Source: an optimization exercise on an open RTL-to-GDS flow (aim: small area, a short achievable clock period and few clock cycles per item). Production flows keep margins and buffers that such runs may drop.
RTL that was checked went through simulation tests only; none was proved equivalent to the original.
For run 2, only the layout was checked, not whether the RTL still works.

## flow/design.v (module list and top-level ports; edited modules follow where they fit)
// module aslc_mul: 888 lines
// module adaptive_step_length_controller: 245 lines
module adaptive_step_length_controller (
    input  logic                             aclk,
    input  logic                             aresetn,
    input  logic                             s_tvalid,
    output logic                             s_tready,
    input  logic [aslc_pkg::S_TDATA_W-1:0]   s_tdata,
    input  logic                             s_tuser,
    output logic                             m_tvalid,
    input  logic                             m_tready,
    output logic [aslc_pkg::M_TDATA_W-1:0]   m_tdata,
    output logic                             m_tlast,
    input  logic                             cfg_valid,
    output logic                             cfg_ready,
    input  logic [aslc_pkg::CFG_IDX_W-1:0]   cfg_index,
    input  logic [aslc_pkg::CFG_DATA_W-1:0]  cfg_data
);
  // ...
==> flow/run.sh <==
#!/bin/bash
# synth_recipe.tcl (not shown) runs the flow's synth.tcl, then flattens the netlist and writes it again
# the make line also repeats each setting of config.mk as NAME=value (left out here)
make -C /OpenROAD-flow-scripts/flow DESIGN_CONFIG=/design/flow/config.mk WORK_HOME=/design/flow/orfs CLKGATE_MAP_FILE= SYNTH_SCRIPT=/design/flow/synth_recipe.tcl finish
==> flow/config.mk <==
export PLATFORM = sky130hd
export DESIGN_NAME = adaptive_step_length_controller
export DESIGN_NICKNAME = adaptive_step_length_controller
export VERILOG_FILES = /design/flow/design.v
export SDC_FILE = /design/flow/constraint.sdc
export NUM_CORES = 4
export LEC_CHECK = 0
export CAP_MARGIN = 20
export CORE_MARGIN = 2
export CORE_UTILIZATION = 40
export SLEW_MARGIN = 20
==> flow/constraint.sdc <==
create_clock -name core_clock -period 18.0 [get_ports {aclk}]
set_input_delay 3.6000 -clock core_clock [delete_from_list [all_inputs] [get_ports {aclk}]]
set_output_delay 3.6000 -clock core_clock [all_outputs]
set_load 0.01 [all_outputs]
==> flow_metrics.env, run 1 <==
export IMPL_layout_setup_ws_ps=7550
export IMPL_maxCapViolations=0
export IMPL_ys_flop_type="dfxtp_1"
export IMPL_h_tree_depth=2
export IMPL_synth_cells=6073
export IMPL_dp_slack_ps=7780
export IMPL_reg2reg_from="c_ceil[10]"
export IMPL_clockBufferDepth=3
export IMPL_nClkBuffers=77
export IMPL_cts_hold_buf=0
export IMPL_hold_slack_ps=436
export IMPL_design_area_um2=57000
export IMPL_yosys_area_top_type="fa_1"
export IMPL_outcome="no timing/DRC/antenna violations"
export IMPL_use_met2_pct=49.9
export IMPL_final_cells=7845
export IMPL_inverters=656
export IMPL_place_congestion=1.06
export IMPL_antenna_found_initial=27
export IMPL_worstPathArrival_ps=10790
export IMPL_drcViolationCount=0
export IMPL_reg2regPathDepth=26
export IMPL_pin_count=324
export IMPL_yosys_warnings=1
export IMPL_synth_nets=6954
Testbench counts, summed over its fixed seeds: cycles 8,582, items 8,246.
==> module adaptive_step_length_controller, before the edit <==
module adaptive_step_length_controller (
    input  logic                             aclk,
    input  logic                             aresetn,
    input  logic                             s_tvalid,
    output logic                             s_tready,
    input  logic [aslc_pkg::S_TDATA_W-1:0]   s_tdata,
    input  logic                             s_tuser,
    output logic                             m_tvalid,
    input  logic                             m_tready,
    output logic [aslc_pkg::M_TDATA_W-1:0]   m_tdata,
    output logic                             m_tlast,
    input  logic                             cfg_valid,
    output logic                             cfg_ready,
    input  logic [aslc_pkg::CFG_IDX_W-1:0]   cfg_index,
    input  logic [aslc_pkg::CFG_DATA_W-1:0]  cfg_data
);
    function automatic logic [24:0] booth(input logic [15:0] f);
        logic [17:0] e;
        e = {1'b0, f, 1'b0};
        for (int k = 0; k < 8; k++) begin
            booth[k]      = e[2*k+2];
            booth[8 + k]  = e[2*k+1] ^ e[2*k];
            booth[16 + k] = (e[2*k+2] & ~e[2*k+1] & ~e[2*k]) |
                            (~e[2*k+2] & e[2*k+1] & e[2*k]);
        end
        booth[24] = f[15];
    endfunction
    logic [31:0]       c_floor, c_ceil, c_thr;
    logic [15:0]       c_rise, c_drop, c_iter;
    logic [46:0]       c_eps;
    logic signed [8:0] c_streak;
    assign cfg_ready = 1'b1;
    always_ff @(posedge aclk) begin
        if (!aresetn) begin
            c_floor  <= RST_MIN_LENGTH;
            c_ceil   <= RST_MAX_LENGTH;
            c_rise   <= RST_RISE_FACTOR;
            c_drop   <= RST_DROP_FACTOR;
            c_eps    <= RST_EPSILON;
            c_thr    <= RST_CHANGE_THR;
            c_streak <= STREAK_NONE;
            c_iter   <= RST_MAX_ITER;
        end else if (cfg_valid) begin
            case (cfg_index)
                3'd0: c_floor  <= cfg_data[31:0];
                3'd1: c_ceil   <= cfg_data[31:0];
                3'd2: c_rise   <= cfg_data[15:0];
                3'd3: c_drop   <= cfg_data[15:0];
                3'd4: c_eps    <= cfg_data[46:0];
                3'd5: c_thr    <= cfg_data[31:0];
                3'd6: c_streak <= $signed(cfg_data[8:0]);
                3'd7: c_iter   <= cfg_data[15:0];
            endcase
        end
    end
    logic [31:0]        st_len;
    logic [31:0]        st_total;
    logic [47:0]        st_acc;
    logic signed [8:0]  st_streak;
    logic [15:0]        st_iter;
    logic               st_active, st_desc, st_strict, st_tot;
    logic [31:0]        st_retreat;
    logic               out_valid;
    logic               in_valid;
    logic               i_op;
    logic [47:0]        i_val;
    logic               i_chg_le;
    logic [31:0]        i_start_len;
    logic               i_start_strict, i_start_tot, i_desc;
    logic               i_better;
    logic [24:0]        i_booth;
    logic fire, take;
    assign fire     = in_valid && (!out_valid || m_tready);
    assign s_tready = !in_valid || fire;
    assign take     = s_tvalid && s_tready;
    logic        upd_acc;
    logic [32:0] tsum;
    logic [31:0] t_sat;
    logic [32:0] t_cmp;
    logic [31:0] t_zs, t_zc;
    logic        c_ones;
    logic        t_gt, t_eq;
    logic [31:0] nk, k_rise;
    logic        len_lt_ceil, len_eq_ceil, len_gt_ceil, grow_ok;
    logic [36:0] crow;
    logic [47:0] prod;
    logic        ge;
    logic [31:0] unsat;
    logic        psat;
    logic [31:0] rise_alpha, drop_alpha, alpha;
    logic [15:0] iter_inc;
    logic        iter_done, streak_done, floor_done;
    logic        done_early, done_rise, done;
    logic signed [8:0] streak_inc;
    assign upd_acc = !i_op || (st_active && !i_chg_le && i_better);
    assign tsum   = {1'b0, st_total} + {1'b0, st_len};
    assign t_sat  = tsum[32] ? '1 : tsum[31:0];
    assign t_zs   = st_total ^ st_len ^ ~c_ceil;
    assign t_zc   = (st_total & st_len) | (st_total & ~c_ceil) | (st_len & ~c_ceil);
    assign t_cmp  = {1'b0, t_zs} + {t_zc, 1'b0};
    assign c_ones = &c_ceil;
    assign t_gt   = tsum[32] ? !c_ones : t_cmp[32];
    assign t_eq   = tsum[32] ? c_ones : (!t_cmp[32] && (&t_cmp[31:0]));
    assign nk     = !st_tot ? ~c_ceil : ((tsum[32] || t_cmp[32]) ? '1 : t_cmp[31:0]);
    assign k_rise = ~nk;
    assign len_lt_ceil = st_len < c_ceil;
    assign len_eq_ceil = st_len == c_ceil;
    assign len_gt_ceil = !len_lt_ceil && !len_eq_ceil;
    assign grow_ok     = st_strict || len_lt_ceil;
    assign crow = i_better ? {5'h1F, nk} : {5'h1F, ~c_floor};
    aslc_mul u_mul (
        .x    (st_len),
        .neg  (i_booth[7:0]),
        .one  (i_booth[15:8]),
        .two  (i_booth[23:16]),
        .y15  (i_booth[24]),
        .r    (crow),
        .r12x (!i_better),
        .p    (prod),
        .ge   (ge)
    );
    assign unsat = prod[43:12];
    assign psat  = |prod[47:44];
    assign rise_alpha = !grow_ok ? st_len : (ge ? k_rise : unsat);
    assign drop_alpha = len_gt_ceil ? c_ceil
                      : !ge ? c_floor : (psat ? '1 : unsat);
    assign alpha      = i_better ? rise_alpha : drop_alpha;
    assign iter_inc    = (st_iter != '1) ? st_iter + 16'd1 : st_iter;
    assign iter_done   = iter_inc >= c_iter;
    assign streak_done = (st_streak != STREAK_NONE) && !c_streak[8] &&
                         (st_streak >= c_streak);
    assign streak_inc  = (st_streak != STREAK_NONE && st_streak < STREAK_MAX)
                         ? st_streak + 9'sd1 : st_streak;
    assign floor_done  = st_len == c_floor;
    assign done_early  = i_chg_le || iter_done ||
                         (!i_better && (streak_done || floor_done));
    assign done_rise   = grow_ok && st_tot && (tsum[31:0] != '0 || tsum[32]) &&
                         (t_gt || (t_eq && ge));
    assign done        = done_early || (i_better && done_rise);
    always_ff @(posedge aclk) begin
        if (!aresetn) begin
            st_len    <= '0;
            st_total  <= '0;
            st_acc    <= '0;
            st_active <= 1'b0;
            in_valid  <= 1'b0;
            out_valid <= 1'b0;
        end else begin
            if (take) begin
                in_valid <= 1'b1;
            end else if (fire) begin
                in_valid <= 1'b0;
            end
            if (fire) begin
                out_valid <= 1'b1;
            end else if (m_tready) begin
                out_valid <= 1'b0;
            end
            if (fire) begin
                if (upd_acc) begin
                    st_acc <= i_val;
                end
                if (!i_op) begin
                    st_total  <= '0;
                    st_active <= c_iter != '0;
                    st_len    <= (c_iter != '0) ? i_start_len : '0;
                end else if (st_active) begin
                    if (!i_chg_le && i_better) begin
                        st_total <= t_sat;
                    end
                    st_active <= !done;
                    st_len    <= done_early ? '0 : alpha;
                end
            end
        end
    end
    always_ff @(posedge aclk) begin
        if (fire) begin
            if (!i_op) begin
                st_streak <= STREAK_NONE;
                st_iter   <= '0;
                st_desc   <= i_desc;
                st_strict <= i_start_strict;
                st_tot    <= i_start_tot;
            end else if (st_active) begin
                st_iter <= iter_inc;
                if (!i_chg_le) begin
                    st_streak <= i_better ? 9'sd0 : streak_inc;
                end
            end
            st_retreat <= (i_op && st_active && (i_chg_le || !i_better)) ? st_len : '0;
        end
    end
    logic [47:0]        in_val;
    logic [31:0]        in_chg, in_prev;
    logic               in_reuse, in_desc;
    logic [1:0]         in_mode;
    logic [31:0]        s_len;
    logic               s_strict;
    logic [47:0]        acc_c;
    logic               desc_c;
    logic [49:0]        xa, xb, xe, xs, xc;
    logic               better_in;
    assign in_val   = s_tdata[47:0];
    assign in_chg   = s_tdata[79:48];
    assign in_prev  = s_tdata[111:80];
    assign in_reuse = s_tdata[112];
    assign in_desc  = s_tdata[113];
    assign in_mode  = s_tdata[115:114];
    assign s_strict = (in_mode != RANGE_LOOSE) || (c_floor == c_ceil);
    always_comb begin
        s_len = (in_reuse && in_prev != '0) ? in_prev : c_ceil;
        if (s_strict) begin
            if (s_len > c_ceil) begin
                s_len = c_ceil;
            end else if (s_len < c_floor) begin
                s_len = c_floor;
            end
        end
    end
    assign acc_c  = (in_valid && upd_acc) ? i_val : st_acc;
    assign desc_c = (in_valid && !i_op) ? i_desc : st_desc;
    assign xa = {{2{acc_c[47]}}, acc_c} ^ {50{!desc_c}};
    assign xb = {{2{in_val[47]}}, in_val} ^ {50{desc_c}};
    assign xe = ~{3'b0, c_eps};
    assign xs = xa ^ xb ^ xe;
    assign xc = {(xa[48:0] & xb[48:0]) | (xa[48:0] & xe[48:0]) | (xb[48:0] & xe[48:0]), 1'b1};
    assign better_in = !(xs[49] ^ xc[49] ^ (xs[48:0] > ~xc[48:0]));
    always_ff @(posedge aclk) begin
        if (take) begin
            i_op           <= s_tuser;
            i_val          <= in_val;
            i_chg_le       <= in_chg <= c_thr;
            i_start_len    <= s_len;
            i_start_strict <= s_strict;
            i_start_tot    <= in_mode == RANGE_STRICT_TOTAL;
            i_desc         <= in_desc;
            i_better       <= better_in;
            i_booth        <= better_in ? booth(c_rise) : booth(c_drop);
        end
    end
    assign m_tvalid = out_valid;
    assign m_tlast  = !st_active;
    assign m_tdata  = {st_total, st_acc, st_len, st_retreat};
endmodule
==> run 2, diff against run 1 <==
--- a/flow/design.v
+++ b/flow/design.v
@@ -78,17 +78,19 @@
     } result_t;
 endpackage
 module aslc_mul (
     input  logic [31:0] x,
     input  logic [7:0]  neg,
     input  logic [7:0]  one,
     input  logic [7:0]  two,
     input  logic        y15,
-    input  logic [36:0] r,
+    input  logic [36:0] a,
+    input  logic [31:0] b,
+    input  logic [31:0] cc,
     input  logic        r12x,
     output logic [47:0] p,
     output logic        ge
 );
     wire pp0_0 = ((one[0] & x[0])) ^ neg[0];
     wire pp0_1 = ((one[0] & x[1]) | (two[0] & x[0])) ^ neg[0];
     wire pp0_2 = ((one[0] & x[2]) | (two[0] & x[1])) ^ neg[0];
     wire pp0_3 = ((one[0] & x[3]) | (two[0] & x[2])) ^ neg[0];
@@ -879,94 +881,242 @@
     wire s485 = s395 ^ c312 ^ c394;
     wire c486 = (s395 & c312) | (s395 & c394) | (c312 & c394);
     wire s487 = s397 ^ c314 ^ c396;
     wire c488 = (s397 & c314) | (s397 & c396) | (c314 & c396);
     wire s489 = s399 ^ 1'b1 ^ c398;
     wire c490 = (s399 & 1'b1) | (s399 & c398) | (1'b1 & c398);
     wire s491 = ns7 ^ pp8_31 ^ c400;
     wire c492 = (ns7 & pp8_31) | (ns7 & c400) | (pp8_31 & c400);
-    wire s493 = s421 ^ c420 ^ r[0];
-    wire c494 = (s421 & c420) | (s421 & r[0]) | (c420 & r[0]);
-    wire s495 = s423 ^ c422 ^ r[1];
-    wire c496 = (s423 & c422) | (s423 & r[1]) | (c422 & r[1]);
-    wire s497 = s425 ^ c424 ^ r[2];
-    wire c498 = (s425 & c424) | (s425 & r[2]) | (c424 & r[2]);
-    wire s499 = s427 ^ c426 ^ r[3];
-    wire c500 = (s427 & c426) | (s427 & r[3]) | (c426 & r[3]);
-    wire s501 = s429 ^ c428 ^ r[4];
-    wire c502 = (s429 & c428) | (s429 & r[4]) | (c428 & r[4]);
-    wire s503 = s431 ^ c430 ^ r[5];
-    wire c504 = (s431 & c430) | (s431 & r[5]) | (c430 & r[5]);
-    wire s505 = s433 ^ c432 ^ r[6];
-    wire c506 = (s433 & c432) | (s433 & r[6]) | (c432 & r[6]);
-    wire s507 = s435 ^ c434 ^ r[7];
-    wire c508 = (s435 & c434) | (s435 & r[7]) | (c434 & r[7]);
-    wire s509 = s437 ^ c436 ^ r[8];
-    wire c510 = (s437 & c436) | (s437 & r[8]) | (c436 & r[8]);
-    wire s511 = s439 ^ c438 ^ r[9];
-    wire c512 = (s439 & c438) | (s439 & r[9]) | (c438 & r[9]);
-    wire s513 = s441 ^ c440 ^ r[10];
-    wire c514 = (s441 & c440) | (s441 & r[10]) | (c440 & r[10]);
-    wire s515 = s443 ^ c442 ^ r[11];
-    wire c516 = (s443 & c442) | (s443 & r[11]) | (c442 & r[11]);
-    wire s517 = s445 ^ c444 ^ r[12];
-    wire c518 = (s445 & c444) | (s445 & r[12]) | (c444 & r[12]);
-    wire s519 = s447 ^ c446 ^ r[13];
-    wire c520 = (s447 & c446) | (s447 & r[13]) | (c446 & r[13]);
-    wire s521 = s449 ^ c448 ^ r[14];
-    wire c522 = (s449 & c448) | (s449 & r[14]) | (c448 & r[14]);
-    wire s523 = s451 ^ c450 ^ r[15];
-    wire c524 = (s451 & c450) | (s451 & r[15]) | (c450 & r[15]);
-    wire s525 = s453 ^ c452 ^ r[16];
-    wire c526 = (s453 & c452) | (s453 & r[16]) | (c452 & r[16]);
-    wire s527 = s455 ^ c454 ^ r[17];
-    wire c528 = (s455 & c454) | (s455 & r[17]) | (c454 & r[17]);
-    wire s529 = s457 ^ c456 ^ r[18];
-    wire c530 = (s457 & c456) | (s457 & r[18]) | (c456 & r[18]);
-    wire s531 = s459 ^ c458 ^ r[19];
-    wire c532 = (s459 & c458) | (s459 & r[19]) | (c458 & r[19]);
-    wire s533 = s461 ^ c460 ^ r[20];
-    wire c534 = (s461 & c460) | (s461 & r[20]) | (c460 & r[20]);
-    wire s535 = s463 ^ c462 ^ r[21];
-    wire c536 = (s463 & c462) | (s463 & r[21]) | (c462 & r[21]);
-    wire s537 = s465 ^ c464 ^ r[22];
-    wire c538 = (s465 & c464) | (s465 & r[22]) | (c464 & r[22]);
-    wire s539 = s467 ^ c466 ^ r[23];
-    wire c540 = (s467 & c466) | (s467 & r[23]) | (c466 & r[23]);
-    wire s541 = s469 ^ c468 ^ r[24];
-    wire c542 = (s469 & c468) | (s469 & r[24]) | (c468 & r[24]);
-    wire s543 = s471 ^ c470 ^ r[25];
-    wire c544 = (s471 & c470) | (s471 & r[25]) | (c470 & r[25]);
-    wire s545 = s473 ^ c472 ^ r[26];
-    wire c546 = (s473 & c472) | (s473 & r[26]) | (c472 & r[26]);
-    wire s547 = s475 ^ c474 ^ r[27];
-    wire c548 = (s475 & c474) | (s475 & r[27]) | (c474 & r[27]);
-    wire s549 = s477 ^ c476 ^ r[28];
-    wire c550 = (s477 & c476) | (s477 & r[28]) | (c476 & r[28]);
-    wire s551 = s479 ^ c478 ^ r[29];
-    wire c552 = (s479 & c478) | (s479 & r[29]) | (c478 & r[29]);
-    wire s553 = s481 ^ c480 ^ r[30];
-    wire c554 = (s481 & c480) | (s481 & r[30]) | (c480 & r[30]);
-    wire s555 = s483 ^ c482 ^ r[31];
-    wire c556 = (s483 & c482) | (s483 & r[31]) | (c482 & r[31]);
-    wire s557 = s485 ^ c484 ^ r[32];
-    wire c558 = (s485 & c484) | (s485 & r[32]) | (c484 & r[32]);
-    wire s559 = s487 ^ c486 ^ r[33];
-    wire c560 = (s487 & c486) | (s487 & r[33]) | (c486 & r[33]);
-    wire s561 = s489 ^ c488 ^ r[34];
-    wire c562 = (s489 & c488) | (s489 & r[34]) | (c488 & r[34]);
-    wire s563 = s491 ^ c490 ^ r[35];
-    wire c564 = (s491 & c490) | (s491 & r[35]) | (c490 & r[35]);
-    wire s565 = 1'b1 ^ c492 ^ r[36];
-    wire c566 = (1'b1 & c492) | (1'b1 & r[36]) | (c492 & r[36]);
+    wire s493 = a[0] ^ b[0] ^ cc[0];
+    wire c494 = (a[0] & b[0]) | (a[0] & cc[0]) | (b[0] & cc[0]);
+    wire s495 = a[1] ^ b[1] ^ cc[1];
+    wire c496 = (a[1] & b[1]) | (a[1] & cc[1]) | (b[1] & cc[1]);
+    wire s497 = a[2] ^ b[2] ^ cc[2];
+    wire c498 = (a[2] & b[2]) | (a[2] & cc[2]) | (b[2] & cc[2]);
+    wire s499 = a[3] ^ b[3] ^ cc[3];
+    wire c500 = (a[3] & b[3]) | (a[3] & cc[3]) | (b[3] & cc[3]);
+    wire s501 = a[4] ^ b[4] ^ cc[4];
+    wire c502 = (a[4] & b[4]) | (a[4] & cc[4]) | (b[4] & cc[4]);
+    wire s503 = a[5] ^ b[5] ^ cc[5];
+    wire c504 = (a[5] & b[5]) | (a[5] & cc[5]) | (b[5] & cc[5]);
+    wire s505 = a[6] ^ b[6] ^ cc[6];
+    wire c506 = (a[6] & b[6]) | (a[6] & cc[6]) | (b[6] & cc[6]);
+    wire s507 = a[7] ^ b[7] ^ cc[7];
+    wire c508 = (a[7] & b[7]) | (a[7] & cc[7]) | (b[7] & cc[7]);
+    wire s509 = a[8] ^ b[8] ^ cc[8];
+    wire c510 = (a[8] & b[8]) | (a[8] & cc[8]) | (b[8] & cc[8]);
+    wire s511 = a[9] ^ b[9] ^ cc[9];
+    wire c512 = (a[9] & b[9]) | (a[9] & cc[9]) | (b[9] & cc[9]);
+    wire s513 = a[10] ^ b[10] ^ cc[10];
+    wire c514 = (a[10] & b[10]) | (a[10] & cc[10]) | (b[10] & cc[10]);
+    wire s515 = a[11] ^ b[11] ^ cc[11];
+    wire c516 = (a[11] & b[11]) | (a[11] & cc[11]) | (b[11] & cc[11]);
+    wire s517 = a[12] ^ b[12] ^ cc[12];
+    wire c518 = (a[12] & b[12]) | (a[12] & cc[12]) | (b[12] & cc[12]);
+    wire s519 = a[13] ^ b[13] ^ cc[13];
+    wire c520 = (a[13] & b[13]) | (a[13] & cc[13]) | (b[13] & cc[13]);
+    wire s521 = a[14] ^ b[14] ^ cc[14];
+    wire c522 = (a[14] & b[14]) | (a[14] & cc[14]) | (b[14] & cc[14]);
+    wire s523 = a[15] ^ b[15] ^ cc[15];
+    wire c524 = (a[15] & b[15]) | (a[15] & cc[15]) | (b[15] & cc[15]);
+    wire s525 = a[16] ^ b[16] ^ cc[16];
+    wire c526 = (a[16] & b[16]) | (a[16] & cc[16]) | (b[16] & cc[16]);
+    wire s527 = a[17] ^ b[17] ^ cc[17];
+    wire c528 = (a[17] & b[17]) | (a[17] & cc[17]) | (b[17] & cc[17]);
+    wire s529 = a[18] ^ b[18] ^ cc[18];
+    wire c530 = (a[18] & b[18]) | (a[18] & cc[18]) | (b[18] & cc[18]);
+    wire s531 = a[19] ^ b[19] ^ cc[19];
+    wire c532 = (a[19] & b[19]) | (a[19] & cc[19]) | (b[19] & cc[19]);
+    wire s533 = a[20] ^ b[20] ^ cc[20];
+    wire c534 = (a[20] & b[20]) | (a[20] & cc[20]) | (b[20] & cc[20]);
+    wire s535 = a[21] ^ b[21] ^ cc[21];
+    wire c536 = (a[21] & b[21]) | (a[21] & cc[21]) | (b[21] & cc[21]);
+    wire s537 = a[22] ^ b[22] ^ cc[22];
+    wire c538 = (a[22] & b[22]) | (a[22] & cc[22]) | (b[22] & cc[22]);
+    wire s539 = a[23] ^ b[23] ^ cc[23];
+    wire c540 = (a[23] & b[23]) | (a[23] & cc[23]) | (b[23] & cc[23]);
+    wire s541 = a[24] ^ b[24] ^ cc[24];
+    wire c542 = (a[24] & b[24]) | (a[24] & cc[24]) | (b[24] & cc[24]);
+    wire s543 = a[25] ^ b[25] ^ cc[25];
+    wire c544 = (a[25] & b[25]) | (a[25] & cc[25]) | (b[25] & cc[25]);
+    wire s545 = a[26] ^ b[26] ^ cc[26];
+    wire c546 = (a[26] & b[26]) | (a[26] & cc[26]) | (b[26] & cc[26]);
+    wire s547 = a[27] ^ b[27] ^ cc[27];
+    wire c548 = (a[27] & b[27]) | (a[27] & cc[27]) | (b[27] & cc[27]);
+    wire s549 = a[28] ^ b[28] ^ cc[28];
+    wire c550 = (a[28] & b[28]) | (a[28] & cc[28]) | (b[28] & cc[28]);
+    wire s551 = a[29] ^ b[29] ^ cc[29];
+    wire c552 = (a[29] & b[29]) | (a[29] & cc[29]) | (b[29] & cc[29]);
+    wire s553 = a[30] ^ b[30] ^ cc[30];
+    wire c554 = (a[30] & b[30]) | (a[30] & cc[30]) | (b[30] & cc[30]);
+    wire s555 = a[31] ^ b[31] ^ cc[31];
+    wire c556 = (a[31] & b[31]) | (a[31] & cc[31]) | (b[31] & cc[31]);
+    wire s557 = a[32] ^ 1'b0 ^ 1'b0;
+    wire c558 = (a[32] & 1'b0) | (a[32] & 1'b0) | (1'b0 & 1'b0);
+    wire s559 = a[33] ^ 1'b0 ^ 1'b0;
+    wire c560 = (a[33] & 1'b0) | (a[33] & 1'b0) | (1'b0 & 1'b0);
+    wire s561 = a[34] ^ 1'b0 ^ 1'b0;
+    wire c562 = (a[34] & 1'b0) | (a[34] & 1'b0) | (1'b0 & 1'b0);
+    wire s563 = a[35] ^ 1'b0 ^ 1'b0;
+    wire c564 = (a[35] & 1'b0) | (a[35] & 1'b0) | (1'b0 & 1'b0);
+    wire s565 = a[36] ^ 1'b0 ^ 1'b0;
+    wire c566 = (a[36] & 1'b0) | (a[36] & 1'b0) | (1'b0 & 1'b0);
+    wire s567 = s421 ^ c420 ^ s493;
+    wire c568 = (s421 & c420) | (s421 & s493) | (c420 & s493);
+    wire s569 = s423 ^ c422 ^ s495;
+    wire c570 = (s423 & c422) | (s423 & s495) | (c422 & s495);
+    wire s571 = s425 ^ c424 ^ s497;
+    wire c572 = (s425 & c424) | (s425 & s497) | (c424 & s497);
+    wire s573 = s427 ^ c426 ^ s499;
+    wire c574 = (s427 & c426) | (s427 & s499) | (c426 & s499);
+    wire s575 = s429 ^ c428 ^ s501;
+    wire c576 = (s429 & c428) | (s429 & s501) | (c428 & s501);
+    wire s577 = s431 ^ c430 ^ s503;
+    wire c578 = (s431 & c430) | (s431 & s503) | (c430 & s503);
+    wire s579 = s433 ^ c432 ^ s505;
+    wire c580 = (s433 & c432) | (s433 & s505) | (c432 & s505);
+    wire s581 = s435 ^ c434 ^ s507;
+    wire c582 = (s435 & c434) | (s435 & s507) | (c434 & s507);
+    wire s583 = s437 ^ c436 ^ s509;
+    wire c584 = (s437 & c436) | (s437 & s509) | (c436 & s509);
+    wire s585 = s439 ^ c438 ^ s511;
+    wire c586 = (s439 & c438) | (s439 & s511) | (c438 & s511);
+    wire s587 = s441 ^ c440 ^ s513;
+    wire c588 = (s441 & c440) | (s441 & s513) | (c440 & s513);
+    wire s589 = s443 ^ c442 ^ s515;
+    wire c590 = (s443 & c442) | (s443 & s515) | (c442 & s515);
+    wire s591 = s445 ^ c444 ^ s517;
+    wire c592 = (s445 & c444) | (s445 & s517) | (c444 & s517);
+    wire s593 = s447 ^ c446 ^ s519;
+    wire c594 = (s447 & c446) | (s447 & s519) | (c446 & s519);
+    wire s595 = s449 ^ c448 ^ s521;
+    wire c596 = (s449 & c448) | (s449 & s521) | (c448 & s521);
+    wire s597 = s451 ^ c450 ^ s523;
+    wire c598 = (s451 & c450) | (s451 & s523) | (c450 & s523);
+    wire s599 = s453 ^ c452 ^ s525;
+    wire c600 = (s453 & c452) | (s453 & s525) | (c452 & s525);
+    wire s601 = s455 ^ c454 ^ s527;
+    wire c602 = (s455 & c454) | (s455 & s527) | (c454 & s527);
+    wire s603 = s457 ^ c456 ^ s529;
+    wire c604 = (s457 & c456) | (s457 & s529) | (c456 & s529);
+    wire s605 = s459 ^ c458 ^ s531;
+    wire c606 = (s459 & c458) | (s459 & s531) | (c458 & s531);
+    wire s607 = s461 ^ c460 ^ s533;
+    wire c608 = (s461 & c460) | (s461 & s533) | (c460 & s533);
+    wire s609 = s463 ^ c462 ^ s535;
+    wire c610 = (s463 & c462) | (s463 & s535) | (c462 & s535);
+    wire s611 = s465 ^ c464 ^ s537;
+    wire c612 = (s465 & c464) | (s465 & s537) | (c464 & s537);
+    wire s613 = s467 ^ c466 ^ s539;
+    wire c614 = (s467 & c466) | (s467 & s539) | (c466 & s539);
+    wire s615 = s469 ^ c468 ^ s541;
+    wire c616 = (s469 & c468) | (s469 & s541) | (c468 & s541);
+    wire s617 = s471 ^ c470 ^ s543;
+    wire c618 = (s471 & c470) | (s471 & s543) | (c470 & s543);
+    wire s619 = s473 ^ c472 ^ s545;
+    wire c620 = (s473 & c472) | (s473 & s545) | (c472 & s545);
+    wire s621 = s475 ^ c474 ^ s547;
+    wire c622 = (s475 & c474) | (s475 & s547) | (c474 & s547);
+    wire s623 = s477 ^ c476 ^ s549;
+    wire c624 = (s477 & c476) | (s477 & s549) | (c476 & s549);
+    wire s625 = s479 ^ c478 ^ s551;
+    wire c626 = (s479 & c478) | (s479 & s551) | (c478 & s551);
+    wire s627 = s481 ^ c480 ^ s553;
+    wire c628 = (s481 & c480) | (s481 & s553) | (c480 & s553);
+    wire s629 = s483 ^ c482 ^ s555;
+    wire c630 = (s483 & c482) | (s483 & s555) | (c482 & s555);
+    wire s631 = s485 ^ c484 ^ s557;
+    wire c632 = (s485 & c484) | (s485 & s557) | (c484 & s557);
+    wire s633 = s487 ^ c486 ^ s559;
+    wire c634 = (s487 & c486) | (s487 & s559) | (c486 & s559);
+    wire s635 = s489 ^ c488 ^ s561;
+    wire c636 = (s489 & c488) | (s489 & s561) | (c488 & s561);
+    wire s637 = s491 ^ c490 ^ s563;
+    wire c638 = (s491 & c490) | (s491 & s563) | (c490 & s563);
+    wire s639 = 1'b1 ^ c492 ^ s565;
+    wire c640 = (1'b1 & c492) | (1'b1 & s565) | (c492 & s565);
+    wire s641 = s567 ^ 1'b0;
+    wire c642 = s567 & 1'b0;
+    wire s643 = s569 ^ c568 ^ c494;
+    wire c644 = (s569 & c568) | (s569 & c494) | (c568 & c494);
+    wire s645 = s571 ^ c570 ^ c496;
+    wire c646 = (s571 & c570) | (s571 & c496) | (c570 & c496);
+    wire s647 = s573 ^ c572 ^ c498;
+    wire c648 = (s573 & c572) | (s573 & c498) | (c572 & c498);
+    wire s649 = s575 ^ c574 ^ c500;
+    wire c650 = (s575 & c574) | (s575 & c500) | (c574 & c500);
+    wire s651 = s577 ^ c576 ^ c502;
+    wire c652 = (s577 & c576) | (s577 & c502) | (c576 & c502);
+    wire s653 = s579 ^ c578 ^ c504;
+    wire c654 = (s579 & c578) | (s579 & c504) | (c578 & c504);
+    wire s655 = s581 ^ c580 ^ c506;
+    wire c656 = (s581 & c580) | (s581 & c506) | (c580 & c506);
+    wire s657 = s583 ^ c582 ^ c508;
+    wire c658 = (s583 & c582) | (s583 & c508) | (c582 & c508);
+    wire s659 = s585 ^ c584 ^ c510;
+    wire c660 = (s585 & c584) | (s585 & c510) | (c584 & c510);
+    wire s661 = s587 ^ c586 ^ c512;
+    wire c662 = (s587 & c586) | (s587 & c512) | (c586 & c512);
+    wire s663 = s589 ^ c588 ^ c514;
+    wire c664 = (s589 & c588) | (s589 & c514) | (c588 & c514);
+    wire s665 = s591 ^ c590 ^ c516;
+    wire c666 = (s591 & c590) | (s591 & c516) | (c590 & c516);
+    wire s667 = s593 ^ c592 ^ c518;
+    wire c668 = (s593 & c592) | (s593 & c518) | (c592 & c518);
+    wire s669 = s595 ^ c594 ^ c520;
+    wire c670 = (s595 & c594) | (s595 & c520) | (c594 & c520);
+    wire s671 = s597 ^ c596 ^ c522;
+    wire c672 = (s597 & c596) | (s597 & c522) | (c596 & c522);
+    wire s673 = s599 ^ c598 ^ c524;
+    wire c674 = (s599 & c598) | (s599 & c524) | (c598 & c524);
+    wire s675 = s601 ^ c600 ^ c526;
+    wire c676 = (s601 & c600) | (s601 & c526) | (c600 & c526);
+    wire s677 = s603 ^ c602 ^ c528;
+    wire c678 = (s603 & c602) | (s603 & c528) | (c602 & c528);
+    wire s679 = s605 ^ c604 ^ c530;
+    wire c680 = (s605 & c604) | (s605 & c530) | (c604 & c530);
+    wire s681 = s607 ^ c606 ^ c532;
+    wire c682 = (s607 & c606) | (s607 & c532) | (c606 & c532);
+    wire s683 = s609 ^ c608 ^ c534;
+    wire c684 = (s609 & c608) | (s609 & c534) | (c608 & c534);
+    wire s685 = s611 ^ c610 ^ c536;
+    wire c686 = (s611 & c610) | (s611 & c536) | (c610 & c536);
+    wire s687 = s613 ^ c612 ^ c538;
+    wire c688 = (s613 & c612) | (s613 & c538) | (c612 & c538);
+    wire s689 = s615 ^ c614 ^ c540;
+    wire c690 = (s615 & c614) | (s615 & c540) | (c614 & c540);
+    wire s691 = s617 ^ c616 ^ c542;
+    wire c692 = (s617 & c616) | (s617 & c542) | (c616 & c542);
+    wire s693 = s619 ^ c618 ^ c544;
+    wire c694 = (s619 & c618) | (s619 & c544) | (c618 & c544);
+    wire s695 = s621 ^ c620 ^ c546;
+    wire c696 = (s621 & c620) | (s621 & c546) | (c620 & c546);
+    wire s697 = s623 ^ c622 ^ c548;
+    wire c698 = (s623 & c622) | (s623 & c548) | (c622 & c548);
+    wire s699 = s625 ^ c624 ^ c550;
+    wire c700 = (s625 & c624) | (s625 & c550) | (c624 & c550);
+    wire s701 = s627 ^ c626 ^ c552;
+    wire c702 = (s627 & c626) | (s627 & c552) | (c626 & c552);
+    wire s703 = s629 ^ c628 ^ c554;
+    wire c704 = (s629 & c628) | (s629 & c554) | (c628 & c554);
+    wire s705 = s631 ^ c630 ^ c556;
+    wire c706 = (s631 & c630) | (s631 & c556) | (c630 & c556);
+    wire s707 = s633 ^ c632 ^ c558;
+    wire c708 = (s633 & c632) | (s633 & c558) | (c632 & c558);
+    wire s709 = s635 ^ c634 ^ c560;
+    wire c710 = (s635 & c634) | (s635 & c560) | (c634 & c560);
+    wire s711 = s637 ^ c636 ^ c562;
+    wire c712 = (s637 & c636) | (s637 & c562) | (c636 & c562);
+    wire s713 = s639 ^ c638 ^ c564;
+    wire c714 = (s639 & c638) | (s639 & c564) | (c638 & c564);
     wire [48:0] ra = {1'b1, s491, s489, s487, s485, s483, s481, s479, s477, s475, s473, s471, s469, s467, s465, s463, s461, s459, s457, s455, s453, s451, s449, s447, s445, s443, s441, s439, s437, s435, s433, s431, s429, s427, s425, s423, s421, s419, s417, s415, s413, s411, s409, s407, s405, s403, s401, pp0_1, pp0_0};
     wire [48:0] rb = {c492, c490, c488, c486, c484, c482, c480, c478, c476, c474, c472, c470, c468, c466, c464, c462, c460, c458, c456, c454, c452, c450, c448, c446, c444, c442, c440, c438, c436, c434, c432, c430, c428, c426, c424, c422, c420, c418, c416, c414, c412, c410, c408, c406, c404, c402, neg[1], 1'b0, neg[0]};
-    wire [48:0] qa = {s565, s563, s561, s559, s557, s555, s553, s551, s549, s547, s545, s543, s541, s539, s537, s535, s533, s531, s529, s527, s525, s523, s521, s519, s517, s515, s513, s511, s509, s507, s505, s503, s501, s499, s497, s495, s493, s419, s417, s415, s413, s411, s409, s407, s405, s403, s401, pp0_1, pp0_0};
-    wire [48:0] qb = {c564, c562, c560, c558, c556, c554, c552, c550, c548, c546, c544, c542, c540, c538, c536, c534, c532, c530, c528, c526, c524, c522, c520, c518, c516, c514, c512, c510, c508, c506, c504, c502, c500, c498, c496, c494, r12x, c418, c416, c414, c412, c410, c408, c406, c404, c402, neg[1], 1'b0, neg[0]};
+    wire [48:0] qa = {s713, s711, s709, s707, s705, s703, s701, s699, s697, s695, s693, s691, s689, s687, s685, s683, s681, s679, s677, s675, s673, s671, s669, s667, s665, s663, s661, s659, s657, s655, s653, s651, s649, s647, s645, s643, s641, s419, s417, s415, s413, s411, s409, s407, s405, s403, s401, pp0_1, pp0_0};
+    wire [48:0] qb = {c712, c710, c708, c706, c704, c702, c700, c698, c696, c694, c692, c690, c688, c686, c684, c682, c680, c678, c676, c674, c672, c670, c668, c666, c664, c662, c660, c658, c656, c654, c652, c650, c648, c646, c644, c642, r12x, c418, c416, c414, c412, c410, c408, c406, c404, c402, neg[1], 1'b0, neg[0]};
     assign p  = ra[47:0] + rb[47:0];
     assign ge = ~(qa[48] ^ qb[48] ^ (qa[47:0] > ~qb[47:0]));
 endmodule
 import aslc_pkg::*;
 module adaptive_step_length_controller (
     input  logic                             aclk,
     input  logic                             aresetn,
     input  logic                             s_tvalid,
@@ -1028,88 +1178,123 @@
     logic [15:0]        st_iter;
     logic               st_active, st_desc, st_strict, st_tot;
     logic [31:0]        st_retreat;
     logic               out_valid;
     logic               in_valid;
     logic               i_op;
     logic [47:0]        i_val;
     logic               i_chg_le;
-    logic [31:0]        i_start_len;
-    logic               i_start_strict, i_start_tot, i_desc;
+    logic [31:0]        i_prev;
+    logic               i_reuse;
+    logic [1:0]         i_mode;
+    logic               i_desc;
     logic               i_better;
     logic [24:0]        i_booth;
     logic fire, take;
     assign fire     = in_valid && (!out_valid || m_tready);
     assign s_tready = !in_valid || fire;
     assign take     = s_tvalid && s_tready;
     logic        upd_acc;
     logic [32:0] tsum;
     logic [31:0] t_sat;
-    logic [32:0] t_cmp;
-    logic [31:0] t_zs, t_zc;
-    logic        c_ones;
-    logic        t_gt, t_eq;
-    logic [31:0] nk, k_rise;
+    logic [32:0] t_left;
+    logic        t_gt;
+    logic [31:0] k_rise;
     logic        len_lt_ceil, len_eq_ceil, len_gt_ceil, grow_ok;
-    logic [36:0] crow;
+    logic        use_tot;
+    logic [36:0] crow_a;
+    logic [31:0] crow_b, crow_c;
+    logic        ovr;
+    logic [31:0] ovr_len, len_ge, len_lt;
+    logic [31:0] s_len;
+    logic        s_strict;
     logic [47:0] prod;
     logic        ge;
     logic [31:0] unsat;
     logic        psat;
-    logic [31:0] rise_alpha, drop_alpha, alpha;
+    logic [31:0] alpha;
     logic [15:0] iter_inc;
     logic        iter_done, streak_done, floor_done;
     logic        done_early, done_rise, done;
     logic signed [8:0] streak_inc;
     assign upd_acc = !i_op || (st_active && !i_chg_le && i_better);
     assign tsum   = {1'b0, st_total} + {1'b0, st_len};
     assign t_sat  = tsum[32] ? '1 : tsum[31:0];
-    assign t_zs   = st_total ^ st_len ^ ~c_ceil;
-    assign t_zc   = (st_total & st_len) | (st_total & ~c_ceil) | (st_len & ~c_ceil);
-    assign t_cmp  = {1'b0, t_zs} + {t_zc, 1'b0};
-    assign c_ones = &c_ceil;
-    assign t_gt   = tsum[32] ? !c_ones : t_cmp[32];
-    assign t_eq   = tsum[32] ? c_ones : (!t_cmp[32] && (&t_cmp[31:0]));
-    assign nk     = !st_tot ? ~c_ceil : ((tsum[32] || t_cmp[32]) ? '1 : t_cmp[31:0]);
-    assign k_rise = ~nk;
+    assign t_left = {1'b0, c_ceil} - {1'b0, t_sat};
+    assign t_gt   = t_left[32];
+    assign k_rise = !st_tot ? c_ceil : (t_gt ? '0 : t_left[31:0]);
     assign len_lt_ceil = st_len < c_ceil;
     assign len_eq_ceil = st_len == c_ceil;
     assign len_gt_ceil = !len_lt_ceil && !len_eq_ceil;
     assign grow_ok     = st_strict || len_lt_ceil;
-    assign crow = i_better ? {5'h1F, nk} : {5'h1F, ~c_floor};
+    assign use_tot = i_better && st_tot;
+    assign crow_a  = {5'h1F, i_better ? ~c_ceil : ~c_floor};
+    assign crow_b  = use_tot ? st_total : '0;
+    assign crow_c  = use_tot ? st_len : '0;
     aslc_mul u_mul (
         .x    (st_len),
         .neg  (i_booth[7:0]),
         .one  (i_booth[15:8]),
         .two  (i_booth[23:16]),
         .y15  (i_booth[24]),
-        .r    (crow),
+        .a    (crow_a),
+        .b    (crow_b),
+        .cc   (crow_c),
         .r12x (!i_better),
         .p    (prod),
         .ge   (ge)
     );
     assign unsat = prod[43:12];
     assign psat  = |prod[47:44];
-    assign rise_alpha = !grow_ok ? st_len : (ge ? k_rise : unsat);
-    assign drop_alpha = len_gt_ceil ? c_ceil
-                      : !ge ? c_floor : (psat ? '1 : unsat);
-    assign alpha      = i_better ? rise_alpha : drop_alpha;
     assign iter_inc    = (st_iter != '1) ? st_iter + 16'd1 : st_iter;
     assign iter_done   = iter_inc >= c_iter;
     assign streak_done = (st_streak != STREAK_NONE) && !c_streak[8] &&
                          (st_streak >= c_streak);
     assign streak_inc  = (st_streak != STREAK_NONE && st_streak < STREAK_MAX)
                          ? st_streak + 9'sd1 : st_streak;
     assign floor_done  = st_len == c_floor;
     assign done_early  = i_chg_le || iter_done ||
                          (!i_better && (streak_done || floor_done));
-    assign done_rise   = grow_ok && st_tot && (tsum[31:0] != '0 || tsum[32]) &&
-                         (t_gt || (t_eq && ge));
+    assign done_rise   = grow_ok && st_tot && (tsum != '0) &&
+                         (t_gt || (t_left[31:0] == '0 && prod[47:12] != '0));
     assign done        = done_early || (i_better && done_rise);
+    always_comb begin
+        ovr     = 1'b1;
+        ovr_len = '0;
+        if (done_early) begin
+            ovr_len = '0;
+        end else if (i_better) begin
+            if (!grow_ok) begin
+                ovr_len = st_len;
+            end else if (st_tot && (t_gt || tsum[32])) begin
+                ovr_len = '0;
+            end else begin
+                ovr = 1'b0;
+            end
+        end else if (len_gt_ceil) begin
+            ovr_len = c_ceil;
+        end else begin
+            ovr = 1'b0;
+        end
+    end
+    assign len_ge = ovr ? ovr_len : i_better ? k_rise : (psat ? '1 : unsat);
+    assign len_lt = ovr ? ovr_len : i_better ? unsat : c_floor;
+    assign alpha  = ge ? len_ge : len_lt;
+    assign s_strict = (i_mode != RANGE_LOOSE) || (c_floor == c_ceil);
+    always_comb begin
+        s_len = (i_reuse && i_prev != '0) ? i_prev : c_ceil;
+        if (s_strict) begin
+            if (s_len > c_ceil) begin
+                s_len = c_ceil;
+            end else if (s_len < c_floor) begin
+                s_len = c_floor;
+            end
+        end
+    end
     always_ff @(posedge aclk) begin
         if (!aresetn) begin
             st_len    <= '0;
             st_total  <= '0;
             st_acc    <= '0;
             st_active <= 1'b0;
             in_valid  <= 1'b0;
             out_valid <= 1'b0;
@@ -1126,87 +1311,74 @@
             end
             if (fire) begin
                 if (upd_acc) begin
                     st_acc <= i_val;
                 end
                 if (!i_op) begin
                     st_total  <= '0;
                     st_active <= c_iter != '0;
-                    st_len    <= (c_iter != '0) ? i_start_len : '0;
+                    st_len    <= (c_iter != '0) ? s_len : '0;
                 end else if (st_active) begin
                     if (!i_chg_le && i_better) begin
                         st_total <= t_sat;
                     end
                     st_active <= !done;
                     st_len    <= done_early ? '0 : alpha;
                 end
             end
         end
     end
     always_ff @(posedge aclk) begin
         if (fire) begin
             if (!i_op) begin
                 st_streak <= STREAK_NONE;
                 st_iter   <= '0;
                 st_desc   <= i_desc;
-                st_strict <= i_start_strict;
-                st_tot    <= i_start_tot;
+                st_strict <= s_strict;
+                st_tot    <= i_mode == RANGE_STRICT_TOTAL;
             end else if (st_active) begin
                 st_iter <= iter_inc;
                 if (!i_chg_le) begin
                     st_streak <= i_better ? 9'sd0 : streak_inc;
                 end
             end
             st_retreat <= (i_op && st_active && (i_chg_le || !i_better)) ? st_len : '0;
         end
     end
     logic [47:0]        in_val;
     logic [31:0]        in_chg, in_prev;
     logic               in_reuse, in_desc;
     logic [1:0]         in_mode;
-    logic [31:0]        s_len;
-    logic               s_strict;
     logic [47:0]        acc_c;
     logic               desc_c;
     logic [49:0]        xa, xb, xe, xs, xc;
     logic               better_in;
     assign in_val   = s_tdata[47:0];
     assign in_chg   = s_tdata[79:48];
     assign in_prev  = s_tdata[111:80];
     assign in_reuse = s_tdata[112];
     assign in_desc  = s_tdata[113];
     assign in_mode  = s_tdata[115:114];
-    assign s_strict = (in_mode != RANGE_LOOSE) || (c_floor == c_ceil);
-    always_comb begin
-        s_len = (in_reuse && in_prev != '0) ? in_prev : c_ceil;
-        if (s_strict) begin
-            if (s_len > c_ceil) begin
-                s_len = c_ceil;
-            end else if (s_len < c_floor) begin
-                s_len = c_floor;
-            end
-        end
-    end
     assign acc_c  = (in_valid && upd_acc) ? i_val : st_acc;
     assign desc_c = (in_valid && !i_op) ? i_desc : st_desc;
     assign xa = {{2{acc_c[47]}}, acc_c} ^ {50{!desc_c}};
     assign xb = {{2{in_val[47]}}, in_val} ^ {50{desc_c}};
     assign xe = ~{3'b0, c_eps};
     assign xs = xa ^ xb ^ xe;
     assign xc = {(xa[48:0] & xb[48:0]) | (xa[48:0] & xe[48:0]) | (xb[48:0] & xe[48:0]), 1'b1};
     assign better_in = !(xs[49] ^ xc[49] ^ (xs[48:0] > ~xc[48:0]));
     always_ff @(posedge aclk) begin
         if (take) begin
             i_op           <= s_tuser;
             i_val          <= in_val;
             i_chg_le       <= in_chg <= c_thr;
-            i_start_len    <= s_len;
-            i_start_strict <= s_strict;
-            i_start_tot    <= in_mode == RANGE_STRICT_TOTAL;
+            i_prev         <= in_prev;
+            i_reuse        <= in_reuse;
+            i_mode         <= in_mode;
             i_desc         <= in_desc;
             i_better       <= better_in;
             i_booth        <= better_in ? booth(c_rise) : booth(c_drop);
         end
     end
     assign m_tvalid = out_valid;
     assign m_tlast  = !st_active;
     assign m_tdata  = {st_total, st_acc, st_len, st_retreat};
==> flow/config.mk (replaced) <==
export PLATFORM = sky130hd
export DESIGN_NAME = adaptive_step_length_controller
export DESIGN_NICKNAME = adaptive_step_length_controller
export VERILOG_FILES = /design/flow/design.v
export SDC_FILE = /design/flow/constraint.sdc
export NUM_CORES = 4
export LEC_CHECK = 0
export CAP_MARGIN = 60
export CORE_MARGIN = 2
export CORE_UTILIZATION = 40
export SLEW_MARGIN = 60
==> run 2 against run 1 <==
Net effect: still clean on timing, DRC and antenna; cell count shrank 0.65%; die area up 1.4%; non-clock buffer count shrank 29; critical path depth increased by 6; global-route usage decreased by 1.5 points; routed wire length down 3.6%; utilization rose by 0.10 points; via count shrank 2.2%; clock-buffer cell count rose by 9; design area increased by 1.8%; critical endpoint is now st_len[16].
==> flow_metrics.env, run 2 <==
export IMPL_first_global_vias=45431
export IMPL_grt_pass1_wl_mm=305
export IMPL_layout_commonest_cell="nand2_1"
export IMPL_ys_ff_latch=486
export IMPL_drtIter0Drc=4699
export IMPL_setup_tns_ps=0
export IMPL_maxCapViolations=0
export IMPL_synth_common_cells="nand2_1, inv_1, xnor2_1"
export IMPL_grt_busiest_layer="met2"
export IMPL_finClkSkew_ps=49.6
export IMPL_start_util_pct=40.4
export IMPL_crit_slowest_cell="dfxtp_2"
export IMPL_antenna_found_initial=14
export IMPL_coreArea_um2=126000
export IMPL_rows=130
export IMPL_pin_count=324
export IMPL_final_cell_mix="nand2_1, inv_1, xnor2_1"
export IMPL_drtPass1Iterations=9
export IMPL_worstPathRequired_ps=18590
export IMPL_outcome="no timing/DRC/antenna violations"
export IMPL_hold_viol=0
export IMPL_wire_per_inst_um=26.6
export IMPL_synth_edf_count=171
export IMPL_slew_violations=0
export IMPL_place_congestion=1.02
export IMPL_path_cells="buf_4 > a22oi_1 > xnor2_1 > fa_1 > fa_1 > inv_1 > fa_1 > fa_1 > fa_1 > inv_1 > fa_1 > ha_1 > a2111oi_0 > o221ai_1 > o2111ai_1 > a21boi_0 > o22ai_1 > a21oi_1 > or4b_1 > o31ai_2 > and2_1 > nand2b_1 > a221o_1"
export IMPL_yosys_warnings=1
export IMPL_hold_slack_ps=461
export IMPL_path_class="reg -> reg"
export IMPL_rsz0062_at_grt="false"
export IMPL_clockBufferDepth=3
export IMPL_cts_made_buffers=60
export IMPL_use_met1_pct=40.1
export IMPL_root_buffer="clkbuf_16"
export IMPL_use_met2_pct=49.9
export IMPL_worstPathArrival_ps=9640
export IMPL_period_share_pct=50.3
export IMPL_cts_tree="built"
export IMPL_drcViolationCount=0
export IMPL_nNetsFinal=7004
export IMPL_synthArstFlopShare_pct=0
export IMPL_end_kind="flop"
export IMPL_drive_above_1_share_pct=7.28
export IMPL_cp_max_fo=16
export IMPL_dieArea_um2=130000
export IMPL_cts_hold_buf=0
export IMPL_drt_wl_total_mm=207
export IMPL_slew_headroom_pct=52.4
export IMPL_grt_max_degree=89
export IMPL_routed_via_density=5.92
export IMPL_n_fill_cell=12377
export IMPL_synthesis_area_um2=50800
export IMPL_yosys_area_top_type="fa_1"
export IMPL_die_w_um=360
export IMPL_numPortBuffers=318
export IMPL_clkSinkCount=486
export IMPL_synth_top_cell_area_share_pct=14.1
export IMPL_synth_nets=6927
export IMPL_final_util_pct=46.1
export IMPL_worstMarginPinSlew_ps=708
export IMPL_synth_cells=6011
export IMPL_h_tree_depth=2
export IMPL_synth_cell_types=92
export IMPL_syn_area_per_cell_um2=8.45
export IMPL_setup_viol=0
export IMPL_post_place_cells=7672
export IMPL_cts_resized=0
export IMPL_yosysMostFrequentCell="nand2_1"
export IMPL_vias=46112
export IMPL_grtUsageMet3_pct=6.07
export IMPL_cts_clk_slew_worst_paths_ps=60
export IMPL_synth_area_leaders="fa_1, dfxtp_1, edfxtp_1"
export IMPL_ys_flop_type="dfxtp_1"
export IMPL_cts_setup_buffers=0
export IMPL_hold_path_class="reg -> reg"
export IMPL_period_minus_slack_ps=9050
export IMPL_die_height_um=360
export IMPL_layout_top_registers="i_val (48), st_acc (48), c_eps (47)"
export IMPL_worstSkewPairLatency_ps=710
export IMPL_grt_overflow_total=0
export IMPL_crit_top_cell="fa_1"
export IMPL_final_cells=7794
export IMPL_synth_seq_area_share_pct=22.5
export IMPL_hpwl_mm=155
export IMPL_slowest_delay_ps=640
export IMPL_postRouteAntennaNets=0
export IMPL_start_kind="flop"
export IMPL_grt_usage_pct=31.3
export IMPL_fmax_mhz=110
export IMPL_syn2layout_area_growth_pct=14.2
[run 2: changes by cell type after synthesis, moves of 42 or more]
| cell | before | now |
|---|---|---|
| a21oi_1 | 526 | 267 |
| a21boi_0 | 21 | 237 |
| xor2_1 | 204 | 123 |
| inv_1 | 650 | 581 |
| xnor2_1 | 333 | 398 |
| nand2_1 | 801 | 864 |
| nor2_1 | 170 | 232 |
| nor3_1 | 107 | 61 |
| and2_1 | 55 | 97 |
[run 2: metrics by stage]
stage / setup slack [ps] / area, um2
final: 8950 / 58000
after global routing: 8690 / 58000
after CTS: 9180 / 57900
after detailed placement: 9210 / 55800
after global placement: 8830 / 55400
after floorplan: 10460 / 50800
[run 2: layer usage]
layer | vias to the layer above | routed length, um
li1 | 20832 | -
met1 | 22507 | 83600
met2 | 2217 | 93000
met3 | 548 | 17900
met4 | 8 | 12600
met5 | - | 51
[run 2: final timing paths]
kind                              endpoint        from  slack [ps]  depth (start not counted)
worst max-delay path            st_len[16]  st_len[21]        8950                         23
worst min-delay path            st_len[19]  st_len[19]         460                          1
worst max register to register  st_len[16]  st_len[21]        8950                         23
worst min register to register  st_len[19]  st_len[19]         460                          1
[run 2: layout make-up]
cell class	count	area, um2	area share, %
clock inverter	27	314	0.541
antenna	5	12.5	0.0216
inverter	583	2200	3.79
multi-input combinational	4507	36000	62.0
tap	1650	2060	3.56
timing repair buffer	450	4270	7.37
sequential	486	11500	19.8
clock buffer	86	1720	2.97
[run 2: logic make-up after synthesis]
family	synth area share [%]
xor gates and xnor gates	8.98
other	0.00738
buffers and inverters	7.58
and+or+nand+nor	14.7
adders and majority gates	23.5
DFF	22.5
muxes	2.52
AOI/OAI and AO/OA	20.2
[run 2: critical path: cells and delay by family (launching register included)]
| family | cells | cell delay, ps |
|---|---|---|
| and+or+nand+nor | 3 | 1260 |
| DFF | 1 | 640 |
| buffers and inverters | 3 | 560 |
| AOI/OAI and AO/OA | 9 | 2770 |
| xor gates and xnor gates | 1 | 190 |
| adders and majority gates | 7 | 3470 |

-- port drivers added, routing unchanged --
How much do the figures lean on ideal ports? The routed layouts below were timed once more, with nothing changed but the port constraints. Step 1 assumes that a clkbuf_16 drives the clock port and a buf_2 every other input. Step 2, shift: input delay + t, output delay - t, t = (earliest + latest rising clock arrival at the registers) / 2. This alone moves slack from input paths to output paths. Three values: ideal ports, drivers, drivers and shift; two values: the first two.
run | t, ns | setup WS [ns] | clock arrival spread, ns
run 1 | 0.756 | 7.552 / 7.604 / 6.848 | 0.036 / 0.036
run 2 | 0.760 | 8.949 / 8.949 / 8.949 | 0.050 / 0.051
After both steps every run listed still meets setup and hold. For run 1, which loses most, drivers alone change the setup slack by +0.052 ns; drivers and shift together by -0.704 ns.
